This design comes from an exercise in tuning for small area on the open sky130 flow, not from production work. In this exercise RTL edits were held to simulation tests only and were not proved equivalent to the original. No activity file was given, so power comes from the tool's default toggle rates.

===== flow/design.v =====
`timescale 1ns/1ps
module apb_cfg_regs (
	input  logic        clk200_i,
	input  logic        gc_rst,
	input  logic        apb_psel_i,
	input  logic        apb_penable_i,
	input  logic        apb_pwrite_i,
	input  logic [7:0]  apb_paddr_i,
	input  logic [31:0] apb_pwdata_i,
	output logic [31:0] apb_prdata_o,
	output logic        apb_pready_o,
	output logic        apb_pslverr_o,
	output logic        cfg_enable,
	output logic        cfg_start,
	output logic [2:0]  cfg_mode,
	output logic [5:0]  cfg_index_bits,
	output logic [5:0]  cfg_stop_bits,
	output logic [13:0] cfg_tdc_shift,
	output logic [31:0] cfg_gate0_lo,
	output logic [31:0] cfg_gate0_hi,
	output logic [31:0] cfg_gate1_lo,
	output logic [31:0] cfg_gate1_hi,
	input  logic [31:0] cnt_total,
	input  logic [31:0] cnt_click0,
	input  logic [31:0] cnt_click1,
	input  logic        cnt_latched
);
	localparam int TDC_W  = 32;
	localparam int TIME_W = 14;
	localparam logic [7:0] REG_CTRL   = 8'h00;
	localparam logic [7:0] REG_FRAME  = 8'h04;
	localparam logic [7:0] REG_SHIFT  = 8'h08;
	localparam logic [7:0] REG_GATE0  = 8'h0C;
	localparam logic [7:0] REG_GATE1  = 8'h10;
	localparam logic [7:0] REG_TOTAL  = 8'h14;
	localparam logic [7:0] REG_CLICK0 = 8'h18;
	localparam logic [7:0] REG_CLICK1 = 8'h1C;
	localparam logic [2:0] MODE_OFF = 3'd0;
	logic [31:0]      gate0_r;
	logic [31:0]      gate1_r;
	logic [TDC_W-1:0] gate0_lo;
	logic [TDC_W-1:0] gate1_lo;
	logic             addr_hit;
	logic             wr_en;
	always_comb begin
		case (apb_paddr_i)
			REG_CTRL, REG_FRAME, REG_SHIFT, REG_GATE0,
			REG_GATE1, REG_TOTAL, REG_CLICK0, REG_CLICK1: addr_hit = 1'b1;
			default: addr_hit = 1'b0;
		endcase
	end
	assign apb_pready_o  = 1'b1;
	assign apb_pslverr_o = apb_psel_i & apb_penable_i & ~addr_hit;
	assign wr_en         = apb_psel_i & apb_penable_i & apb_pwrite_i & addr_hit;
	always_ff @(posedge clk200_i or posedge gc_rst) begin
		if (gc_rst) begin
			cfg_enable     <= 1'b0;
			cfg_start      <= 1'b0;
			cfg_mode       <= MODE_OFF;
			cfg_index_bits <= '0;
			cfg_stop_bits  <= '0;
			cfg_tdc_shift  <= '0;
			gate0_r        <= '0;
			gate1_r        <= '0;
		end else if (wr_en) begin
			case (apb_paddr_i)
				REG_CTRL: begin
					cfg_enable <= apb_pwdata_i[0];
					cfg_start  <= apb_pwdata_i[1];
					cfg_mode   <= apb_pwdata_i[4:2];
				end
				REG_FRAME: begin
					cfg_index_bits <= apb_pwdata_i[5:0];
					cfg_stop_bits  <= apb_pwdata_i[13:8];
				end
				REG_SHIFT: cfg_tdc_shift <= apb_pwdata_i[TIME_W-1:0];
				REG_GATE0: gate0_r <= apb_pwdata_i;
				REG_GATE1: gate1_r <= apb_pwdata_i;
				default: ;
			endcase
		end
	end
	assign gate0_lo     = {8'd0, gate0_r[23:0]};
	assign gate1_lo     = {8'd0, gate1_r[23:0]};
	assign cfg_gate0_lo = gate0_lo;
	assign cfg_gate1_lo = gate1_lo;
	assign cfg_gate0_hi = gate0_lo + {24'd0, gate0_r[31:24]};
	assign cfg_gate1_hi = gate1_lo + {24'd0, gate1_r[31:24]};
	always_comb begin
		case (apb_paddr_i)
			REG_CTRL:   apb_prdata_o = {23'd0, cnt_latched, 3'd0, cfg_mode, cfg_start, cfg_enable};
			REG_FRAME:  apb_prdata_o = {16'd0, 2'd0, cfg_stop_bits, 2'd0, cfg_index_bits};
			REG_SHIFT:  apb_prdata_o = {18'd0, cfg_tdc_shift};
			REG_GATE0:  apb_prdata_o = gate0_r;
			REG_GATE1:  apb_prdata_o = gate1_r;
			REG_TOTAL:  apb_prdata_o = cnt_total;
			REG_CLICK0: apb_prdata_o = cnt_click0;
			REG_CLICK1: apb_prdata_o = cnt_click1;
			default:    apb_prdata_o = '0;
		endcase
	end
endmodule
`timescale 1ns/1ps
module stop_frame_rx (
	input  logic        clk200_i,
	input  logic        gc_rst,
	input  logic        frame_i,
	input  logic        sdi_i,
	input  logic        cfg_enable,
	input  logic [5:0]  cfg_index_bits,
	input  logic [5:0]  cfg_stop_bits,
	output logic        stop_valid_o,
	output logic [31:0] stop_word_o
);
	localparam int TDC_W = 32;
	localparam int STRETCH_CYCLES = 4;
	localparam logic [2:0] IDLE       = 3'd0;
	localparam logic [2:0] WAIT_FRAME = 3'd1;
	localparam logic [2:0] SKIP_INDEX = 3'd2;
	localparam logic [2:0] SHIFT_STOP = 3'd3;
	localparam logic [2:0] HOLD       = 3'd4;
	logic [2:0]       state;
	logic [6:0]       bit_cnt;
	logic             sdi_r;
	logic             sdi_2r;
	logic [TDC_W-1:0] shreg;
	logic [TDC_W-1:0] shreg_next;
	logic             last_bit;
	assign shreg_next = {shreg[TDC_W-2:0], sdi_2r};
	assign last_bit   = (state == SHIFT_STOP) && (bit_cnt == '0);
	always_ff @(posedge clk200_i or posedge gc_rst) begin
		if (gc_rst) begin
			state        <= IDLE;
			bit_cnt      <= '0;
			stop_valid_o <= 1'b0;
		end else begin
			stop_valid_o <= 1'b0;
			case (state)
				IDLE: begin
					if (cfg_enable)
						state <= WAIT_FRAME;
				end
				WAIT_FRAME: begin
					if (!cfg_enable) begin
						state <= IDLE;
					end else if (frame_i) begin
						state   <= SKIP_INDEX;
						bit_cnt <= {1'b0, cfg_index_bits} + 7'd1;
					end
				end
				SKIP_INDEX: begin
					if (bit_cnt == '0) begin
						state   <= SHIFT_STOP;
						bit_cnt <= {1'b0, cfg_stop_bits} - 7'd1;
					end else begin
						bit_cnt <= bit_cnt - 7'd1;
					end
				end
				SHIFT_STOP: begin
					if (bit_cnt == '0) begin
						state        <= HOLD;
						stop_valid_o <= 1'b1;
						bit_cnt      <= 7'(STRETCH_CYCLES - 1);
					end else begin
						bit_cnt <= bit_cnt - 7'd1;
					end
				end
				HOLD: begin
					if (bit_cnt == '0)
						state <= WAIT_FRAME;
					else
						bit_cnt <= bit_cnt - 7'd1;
				end
				default: state <= IDLE;
			endcase
		end
	end
	always_ff @(posedge clk200_i) begin
		sdi_r  <= sdi_i;
		sdi_2r <= sdi_r;
		if (state == WAIT_FRAME)
			shreg <= '0;
		else if (state == SHIFT_STOP)
			shreg <= shreg_next;
		if (last_bit)
			stop_word_o <= shreg_next;
	end
endmodule
`timescale 1ns/1ps
module click_timestamp (
	input  logic        clk200_i,
	input  logic        gc_rst,
	input  logic        pps_i,
	input  logic        cfg_start,
	input  logic [2:0]  cfg_mode,
	input  logic [13:0] cfg_tdc_shift,
	input  logic [31:0] cfg_gate0_lo,
	input  logic [31:0] cfg_gate0_hi,
	input  logic [31:0] cfg_gate1_lo,
	input  logic [31:0] cfg_gate1_hi,
	input  logic        stop_valid_i,
	input  logic [31:0] stop_word_i,
	output logic        click_pulse_o,
	output logic        in_gate0_o,
	output logic        in_gate1_o,
	output logic        gc_running_o,
	output logic        rec_valid_o,
	output logic [1:0]  rec_click_o,
	output logic [47:0] rec_gc_o,
	output logic [31:0] rec_tdc_o
);
	localparam int GC_W   = 48;
	localparam int TDC_W  = 32;
	localparam int TIME_W = 14;
	localparam int GATE_PERIOD  = 625;
	localparam int PHASE_PERIOD = 1250;
	localparam int GC_PER_SLOT = 8;
	localparam int GC_LATENCY  = 12;
	localparam logic [2:0] MODE_NO_GATE = 3'd1;
	localparam logic [2:0] MODE_GATED   = 3'd2;
	localparam logic [1:0] IDLE       = 2'd0;
	localparam logic [1:0] WAIT_START = 2'd1;
	localparam logic [1:0] DETECT_PPS = 2'd2;
	localparam logic [1:0] RUN        = 2'd3;
	logic [1:0]        state;
	logic              pps_r;
	logic [GC_W-1:0]   gc;
	logic [TDC_W-1:0]  t_sum;
	logic [TIME_W-1:0] fine;
	logic [TDC_W-1:0]  gate_mod;
	logic [TDC_W-1:0]  phase_mod;
	logic [TDC_W-1:0]  bucket_q;
	logic [2:0]        slot;
	logic [3:0]        bucket;
	logic [GC_W-1:0]   gc_base;
	logic [GC_W-1:0]   gc_stamp;
	logic              hit_g0;
	logic              hit_g1;
	logic              phase_hi;
	logic              phase_zero;
	logic              stop_run;
	logic              rec_take;
	logic [1:0]        rec_code;
	assign t_sum     = stop_word_i + TDC_W'(cfg_tdc_shift);
	assign fine      = t_sum[TIME_W-1:0];
	assign gate_mod  = TDC_W'(fine) % TDC_W'(GATE_PERIOD);
	assign phase_mod = TDC_W'(fine) % TDC_W'(PHASE_PERIOD);
	assign slot     = t_sum[TIME_W+2:TIME_W] + 3'd1;
	assign bucket_q = TDC_W'(fine) / TDC_W'(PHASE_PERIOD);
	assign bucket   = (bucket_q >= 8) ? 4'd9 : bucket_q[3:0] + 4'd1;
	assign gc_base  = gc - GC_W'(GC_LATENCY);
	assign gc_stamp = {gc_base[GC_W-1:6], 6'd0} + GC_W'(GC_PER_SLOT) * GC_W'(slot)
		+ GC_W'(bucket);
	assign hit_g0     = (gate_mod >= cfg_gate0_lo) && (gate_mod < cfg_gate0_hi);
	assign hit_g1     = (gate_mod >= cfg_gate1_lo) && (gate_mod < cfg_gate1_hi);
	assign phase_hi   = phase_mod >= TDC_W'(PHASE_PERIOD / 2);
	assign phase_zero = phase_mod == '0;
	assign stop_run     = stop_valid_i && (state == RUN);
	assign gc_running_o = state == RUN;
	always_comb begin
		rec_take = 1'b0;
		rec_code = 2'b11;
		case (cfg_mode)
			MODE_NO_GATE: rec_take = 1'b1;
			MODE_GATED: begin
				rec_take = (hit_g0 | hit_g1) & ~phase_zero;
				rec_code = {~hit_g0, phase_hi};
			end
			default: rec_take = 1'b0;
		endcase
	end
	always_ff @(posedge clk200_i or posedge gc_rst) begin
		if (gc_rst) begin
			state         <= IDLE;
			pps_r         <= 1'b0;
			gc            <= '0;
			rec_valid_o   <= 1'b0;
			click_pulse_o <= 1'b0;
			in_gate0_o    <= 1'b0;
			in_gate1_o    <= 1'b0;
		end else begin
			pps_r <= pps_i;
			case (state)
				IDLE: state <= WAIT_START;
				WAIT_START: begin
					if (cfg_start && !pps_i)
						state <= DETECT_PPS;
				end
				DETECT_PPS: begin
					if (!cfg_start) begin
						state <= WAIT_START;
					end else if (pps_i && !pps_r) begin
						state <= RUN;
						gc    <= '0;
					end
				end
				RUN: gc <= gc + 1'b1;
				default: state <= IDLE;
			endcase
			rec_valid_o   <= stop_run & rec_take;
			click_pulse_o <= stop_run;
			in_gate0_o    <= stop_run & hit_g0;
			in_gate1_o    <= stop_run & hit_g1;
		end
	end
	always_ff @(posedge clk200_i) begin
		if (stop_run) begin
			rec_click_o <= rec_code;
			rec_gc_o    <= gc_stamp;
			rec_tdc_o   <= t_sum;
		end
	end
endmodule
`timescale 1ns/1ps
module click_rate_counters #(
	parameter int WINDOW_CYCLES = 1000
) (
	input  logic        clk200_i,
	input  logic        gc_rst,
	input  logic        click_pulse_i,
	input  logic        in_gate0_i,
	input  logic        in_gate1_i,
	input  logic        gc_running_i,
	output logic [31:0] cnt_total,
	output logic [31:0] cnt_click0,
	output logic [31:0] cnt_click1,
	output logic        cnt_latched,
	output logic        count_valid_o
);
	localparam int CNT_W = 32;
	localparam int WIN_W = $clog2(WINDOW_CYCLES);
	logic [WIN_W-1:0] win_cnt;
	logic             win_end;
	logic [CNT_W-1:0] total_cnt;
	logic [CNT_W-1:0] click0_cnt;
	logic [CNT_W-1:0] click1_cnt;
	logic [CNT_W-1:0] total_next;
	logic [CNT_W-1:0] click0_next;
	logic [CNT_W-1:0] click1_next;
	assign win_end = gc_running_i && (win_cnt == WIN_W'(WINDOW_CYCLES - 1));
	assign total_next  = total_cnt + CNT_W'(click_pulse_i);
	assign click0_next = click0_cnt + CNT_W'(click_pulse_i & in_gate0_i);
	assign click1_next = click1_cnt + CNT_W'(click_pulse_i & in_gate1_i);
	always_ff @(posedge clk200_i or posedge gc_rst) begin
		if (gc_rst) begin
			win_cnt       <= '0;
			total_cnt     <= '0;
			click0_cnt    <= '0;
			click1_cnt    <= '0;
			count_valid_o <= 1'b0;
			cnt_total     <= '0;
			cnt_click0    <= '0;
			cnt_click1    <= '0;
			cnt_latched   <= 1'b0;
		end else begin
			count_valid_o <= win_end;
			if (!gc_running_i) begin
				win_cnt    <= '0;
				total_cnt  <= '0;
				click0_cnt <= '0;
				click1_cnt <= '0;
			end else if (win_end) begin
				win_cnt     <= '0;
				total_cnt   <= '0;
				click0_cnt  <= '0;
				click1_cnt  <= '0;
				cnt_total   <= total_next;
				cnt_click0  <= click0_next;
				cnt_click1  <= click1_next;
				cnt_latched <= 1'b1;
			end else begin
				win_cnt    <= win_cnt + 1'b1;
				total_cnt  <= total_next;
				click0_cnt <= click0_next;
				click1_cnt <= click1_next;
			end
		end
	end
endmodule
`timescale 1ns/1ps
module tdc_click_top #(
	parameter int WINDOW_CYCLES = 1000
) (
	input  logic        clk200_i,
	input  logic        gc_rst,
	input  logic        apb_psel_i,
	input  logic        apb_penable_i,
	input  logic        apb_pwrite_i,
	input  logic [7:0]  apb_paddr_i,
	input  logic [31:0] apb_pwdata_i,
	output logic [31:0] apb_prdata_o,
	output logic        apb_pready_o,
	output logic        apb_pslverr_o,
	input  logic        frame_i,
	input  logic        sdi_i,
	input  logic        pps_i,
	output logic        rec_valid_o,
	output logic [1:0]  rec_click_o,
	output logic [47:0] rec_gc_o,
	output logic [31:0] rec_tdc_o,
	output logic        count_valid_o
);
	logic        cfg_enable;
	logic        cfg_start;
	logic [2:0]  cfg_mode;
	logic [5:0]  cfg_index_bits;
	logic [5:0]  cfg_stop_bits;
	logic [13:0] cfg_tdc_shift;
	logic [31:0] cfg_gate0_lo;
	logic [31:0] cfg_gate0_hi;
	logic [31:0] cfg_gate1_lo;
	logic [31:0] cfg_gate1_hi;
	logic [31:0] cnt_total;
	logic [31:0] cnt_click0;
	logic [31:0] cnt_click1;
	logic        cnt_latched;
	logic        stop_valid;
	logic [31:0] stop_word;
	logic        click_pulse;
	logic        in_gate0;
	logic        in_gate1;
	logic        gc_running;
	apb_cfg_regs i_apb_regs (
		.clk200_i       (clk200_i),
		.gc_rst         (gc_rst),
		.apb_psel_i     (apb_psel_i),
		.apb_penable_i  (apb_penable_i),
		.apb_pwrite_i   (apb_pwrite_i),
		.apb_paddr_i    (apb_paddr_i),
		.apb_pwdata_i   (apb_pwdata_i),
		.apb_prdata_o   (apb_prdata_o),
		.apb_pready_o   (apb_pready_o),
		.apb_pslverr_o  (apb_pslverr_o),
		.cfg_enable     (cfg_enable),
		.cfg_start      (cfg_start),
		.cfg_mode       (cfg_mode),
		.cfg_index_bits (cfg_index_bits),
		.cfg_stop_bits  (cfg_stop_bits),
		.cfg_tdc_shift  (cfg_tdc_shift),
		.cfg_gate0_lo   (cfg_gate0_lo),
		.cfg_gate0_hi   (cfg_gate0_hi),
		.cfg_gate1_lo   (cfg_gate1_lo),
		.cfg_gate1_hi   (cfg_gate1_hi),
		.cnt_total      (cnt_total),
		.cnt_click0     (cnt_click0),
		.cnt_click1     (cnt_click1),
		.cnt_latched    (cnt_latched)
	);
	stop_frame_rx i_frame_rx (
		.clk200_i       (clk200_i),
		.gc_rst         (gc_rst),
		.frame_i        (frame_i),
		.sdi_i          (sdi_i),
		.cfg_enable     (cfg_enable),
		.cfg_index_bits (cfg_index_bits),
		.cfg_stop_bits  (cfg_stop_bits),
		.stop_valid_o   (stop_valid),
		.stop_word_o    (stop_word)
	);
	click_timestamp i_timestamp (
		.clk200_i      (clk200_i),
		.gc_rst        (gc_rst),
		.pps_i         (pps_i),
		.cfg_start     (cfg_start),
		.cfg_mode      (cfg_mode),
		.cfg_tdc_shift (cfg_tdc_shift),
		.cfg_gate0_lo  (cfg_gate0_lo),
		.cfg_gate0_hi  (cfg_gate0_hi),
		.cfg_gate1_lo  (cfg_gate1_lo),
		.cfg_gate1_hi  (cfg_gate1_hi),
		.stop_valid_i  (stop_valid),
		.stop_word_i   (stop_word),
		.click_pulse_o (click_pulse),
		.in_gate0_o    (in_gate0),
		.in_gate1_o    (in_gate1),
		.gc_running_o  (gc_running),
		.rec_valid_o   (rec_valid_o),
		.rec_click_o   (rec_click_o),
		.rec_gc_o      (rec_gc_o),
		.rec_tdc_o     (rec_tdc_o)
	);
	click_rate_counters #(
		.WINDOW_CYCLES (WINDOW_CYCLES)
	) i_rate_cnt (
		.clk200_i      (clk200_i),
		.gc_rst        (gc_rst),
		.click_pulse_i (click_pulse),
		.in_gate0_i    (in_gate0),
		.in_gate1_i    (in_gate1),
		.gc_running_i  (gc_running),
		.cnt_total     (cnt_total),
		.cnt_click0    (cnt_click0),
		.cnt_click1    (cnt_click1),
		.cnt_latched   (cnt_latched),
		.count_valid_o (count_valid_o)
	);
endmodule

===== flow/run.sh =====
#!/bin/bash
# synth_recipe.tcl (not shown) runs the flow's synth.tcl, then flattens the netlist and writes it again
# the make line also repeats each setting of config.mk as NAME=value (left out here)
make -C /OpenROAD-flow-scripts/flow DESIGN_CONFIG=/design/flow/config.mk WORK_HOME=/design/flow/orfs CLKGATE_MAP_FILE= SYNTH_SCRIPT=/design/flow/synth_recipe.tcl finish

===== flow/config.mk =====
export PLATFORM = sky130hd
export DESIGN_NAME = tdc_click_top
export DESIGN_NICKNAME = tdc_click_top
export VERILOG_FILES = /design/flow/design.v
export SDC_FILE = /design/flow/constraint.sdc
export NUM_CORES = 4
export LEC_CHECK = 0
export CAP_MARGIN = 20
export CORE_MARGIN = 2
export CORE_UTILIZATION = 40
export SLEW_MARGIN = 20

===== flow/constraint.sdc =====
create_clock -name core_clock -period 11.0 [get_ports {clk200_i}]
set_input_delay 2.2000 -clock core_clock [delete_from_list [all_inputs] [get_ports {clk200_i}]]
set_output_delay 2.2000 -clock core_clock [all_outputs]
set_load 0.01 [all_outputs]

==> run notes <==
-- repair_timing --
action                                  4_1_cts  5_1_grt
setup buffers                                 0        6
gates resized for setup                       0       18
endpoints found under the setup margin        0        4
-- state kept, by name, indices dropped and copies added, names as in the netlist, 10 cells and up --
register / cells
i_timestamp.gc: 48
i_timestamp.rec_gc_o: 48
i_apb_regs.gate0_r: 32
i_apb_regs.gate1_r: 32
i_frame_rx.stop_word_o: 32
i_rate_cnt.click0_cnt: 32
i_rate_cnt.click1_cnt: 32
i_rate_cnt.cnt_click0: 32
i_rate_cnt.cnt_click1: 32
i_rate_cnt.cnt_total: 32
i_rate_cnt.total_cnt: 32
i_timestamp.rec_tdc_o: 32
i_frame_rx.shreg: 31
i_apb_regs.cfg_tdc_shift: 14
i_rate_cnt.win_cnt: 10
-- cells by family after synthesis --
logic type	after synthesis	share of synthesized area [%]
compound gates	666	15.0
other cells	1	0.0124
flops	512	43.6
buf+inv	247	3.17
xor+xnor	303	8.81
simple gates	1172	18.6
mux	117	4.28
fa+ha+maj	156	6.49
-- cells in the mapped netlist (9+ instances only) --
master	count	share of area (%)
ha_1	150	6.2
o221ai_1	11	0.32
nor3_1	72	1.2
o22ai_1	12	0.25
inv_1	113	1.4
edfxtp_1	114	11
xnor2_1	170	4.9
mux2i_1	15	0.50
nand4_1	66	1.4
o21bai_1	10	0.25
o21a_1	20	0.50
dfxtp_1	33	2.2
nor2_1	392	4.9
or3_1	22	0.45
buf_1	13	0.16
a31oi_1	26	0.54
nor4_1	22	0.45
a22oi_1	74	1.8
o21ai_0	116	1.9
and3_1	35	0.72
xor2_1	131	3.8
mux2_2	102	3.8
nand2_1	262	3.2
nand2b_1	36	0.74
a221oi_1	16	0.46
buf_2	12	0.20
dfrtp_1	365	30
clkbuf_1	98	1.2
or2_2	13	0.27
nand3_1	131	2.2
nor2b_1	33	0.68
and2_1	27	0.56
o31ai_1	9	0.22
o211ai_1	20	0.50
a21oi_1	181	3.0
a21o_1	28	0.69
a211oi_1	19	0.47
-- per-stage QoR --
stage,total power [mW],hold slack [ps]
after global routing,4.21,344
after detailed placement,2.21,319
after global placement,2.21,315
after CTS,4.12,328
after floorplan,2.13,310
final,4.06,329
-- layout by cell type, fill, tap and decap left out, drive strengths merged, types with 36 or more instances in the layout --
cell           count
a21oi            182
a22oi             74
and3              36
buf               57
clkbuf            83
clkdlybuf4s50    164
dfrtp            365
edfxtp           114
ha               150
inv              119
mux2             102
nand2            264
nand2b            36
nand3            131
nand4             68
nor2             394
nor3              74
o21ai            125
xnor2            171
xor2             132
-- area by class of cell --
type | instances | area (sq um) | share of cell area [%]
Clock inverter | 20 | 220 | 0.627
Timing Repair Buffer | 221 | 2080 | 5.93
Multi-Input combinational cell | 2415 | 16300 | 46.4
Tap cell | 969 | 1210 | 3.45
Sequential cell | 512 | 13200 | 37.7
Clock buffer | 83 | 1630 | 4.66
Inverter | 119 | 453 | 1.29
-- power groups by stage --
stage | Combinational (mW) | Clock, mW | Sequential [mW]
floorplan | 0.135 | 0 | 1.99
global placement | 0.216 | 0 | 1.99
detailed placement | 0.217 | 0 | 1.99
CTS | 0.217 | 1.94 | 1.96
global route | 0.237 | 2.02 | 1.96
finish | 0.213 | 1.89 | 1.96
-- final timing paths --
path	endpoint	slack, ps	cells past startpoint
max	i_timestamp.rec_valid_o$_DFF_PP0_	680	39
min	i_frame_rx.sdi_2r$_DFF_P_	330	0
max reg2reg	i_timestamp.rec_valid_o$_DFF_PP0_	680	39
min reg2reg	i_frame_rx.sdi_2r$_DFF_P_	330	0
max in group asynchronous	i_rate_cnt.cnt_total[15]$_DFFE_PP0P_	6990	4
min in group asynchronous	i_frame_rx.state[2]$_DFFE_PP0P_	1970	2
-- per-layer routing --
layer | wire, um | share of wire (%) | track usage (%)
met3 | 3850 | 4.6 | 2.38
met1 | 38900 | 47 | 30.0
met5 | 0 | 0 | 0
met2 | 38200 | 46 | 34.6
met4 | 2170 | 2.6 | 5.87
==> flow_metrics.py <==
metrics = {
    "clocking": {
        "clock_latency_ps": 620,
        "cts_tree": "built",
        "cts-buffers-inserted": 55,
        "clock-sinks": 512,
        "clock_path_buffers": 3,
        "htreeDepth": 2,
        "cts_root_buf": "clkbuf_16",
        "holdBufCountCts": 0,
        "clk_pin_slew_ps": 70,
    },
    "flow_run": {
        "drv_cap": 0,
    },
    "route": {
        "routed_wl_mm": 83.1,
        "wl_per_cell_um": 19.2,
        "drt_iter0_drc": 1774,
        "first_pass_iters": 5,
        "route.detailed.drc": 0,
        "num_vias": 24000,
        "vias_per_cell": 5.53,
        "ant_nets": 0,
    },
    "floorplanning": {
        "die_x_um": 279,
        "io_pins": 166,
        "die_h_um": 279,
        "rows": 100,
        "dieArea_sq_um": 78000,
        "start_util_pct": 40.6,
        "core_region_area_sq_um": 74700,
    },
    "timing": {
        "maxSlewHeadroom_pct": 30.3,
        "setup-tns-final_ps": 0,
        "fin_crit_ps": 10320,
        "fmax_mhz": 96.9,
        "hold_viol": 0,
        "max_slew.worst_pin.slew_ps": 1050,
        "period_share_pct": 93.8,
        "finClkSkew_ps": 24.6,
        "maxSlewViolCount": 0,
        "finalSetupViolations": 0,
        "fin_ws_ps": 681,
    },
    "power": {
        "vdd_drop_max_mv": 0.118,
        "p_per_area_nw_per_um2": 116,
        "clockPowerShare_pct": 46.5,
        "internal-power_mw": 3.10,
        "p_seq_share_pct": 48.2,
        "comb_power_share_pct": 5.2,
        "switching_power_mw": 0.957,
        "swShare_pct": 23.6,
        "p_leak_nw": 14.8,
    },
    "layout": {
        "final_cell_area_sq_um": 35100,
        "syn2layout_area_growth_pct": 15.8,
        "final_core_util_pct": 47.0,
        "fill_cells": 7107,
        "antenna_cells": 0,
        "drive_above_1_share_pct": 10.3,
        "layoutNonFillerInstCount": 4339,
        "layout.nets": 3525,
    },
    "global_route": {
        "grt_pass1_vias": 23300,
        "antenna_found_initial": 0,
        "grt_usage_pct": 21.3,
        "overflow": 0,
        "grt_pass1_wl_mm": 132,
        "grt_max_degree": 171,
    },
    "placement": {
        "dp_cells": 4230,
        "hpwl_mm": 61.6,
        "io_buffers": 164,
        "dpl_cell_area_sq_um": 33100,
        "pre_cts_slack_ps": 363,
        "place_congestion": 0.922,
    },
    "synthesis": {
        "syn_nets": 3375,
        "synth_area_sq_um": 30300,
        "netlist_instances": 3174,
        "synthArstFlopShare_pct": 71.3,
        "synth_top_flop_cell": "dfrtp_1",
        "synth_edf_count": 114,
        "syn_area_per_cell_sq_um": 9.55,
        "seq_area_frac_synth_pct": 43.6,
        "ys_seq_elements": 512,
        "ys_warn_count": 4,
        "yosysUniqueCellTypes": 117,
    },
    "setup_path": {
        "critPathCaptureType": "register",
        "critPathArrivalTime_ps": 10860,
        "slowest_delay_ps": 660,
        "crit_type": "reg -> reg",
        "r2r-start": "i_apb_regs.cfg_tdc_shift[6]$_DFFE_PP0P_",
        "crit_start": "i_apb_regs.cfg_tdc_shift[6]$_DFFE_PP0P_",
        "timing.critical_path.fanout_max": 16,
        "slowest_stage": "or4b_2",
        "cp_top_family": "compound AO/OA/AOI/OAI gates",
        "required_ps": 11540,
        "cp-start-kind": "register",
        "path_buf_inv": 3,
        "critPathMostFrequentCell": "a211oi_1",
    },
    "hold_path": {
        "worstHoldStart": "i_frame_rx.sdi_r$_DFF_P_",
        "hold_class": "reg -> reg",
    },
    "status": {
        "status": "no timing/DRC/antenna violations",
    },
}

## afterwards: timing with drivers on the ports
In the flow no input, the clock included, has a driving cell. The finished layout below was timed again as built, in two steps. Step 1, drivers: a clkbuf_16 drives clk200_i and a buf_2 each remaining input, both assumed. Step 2 also shifts input and output timing later by t, the mid clock arrival at the registers, as if the neighbouring blocks saw the same clock. a / b / c = ideal / step 1 / step 2; a / b = the first two.
t (ns): 0.675
setup WS [ns]: 0.681 / 0.681 / 0.681
worst hold slack (ns): 0.329 / 0.329 / 0.329
worst setup path at the end: register to register
After both steps this run still meets setup and hold. The setup slack of this run moves by 0.000 ns with the drivers and by 0.000 ns with both steps.
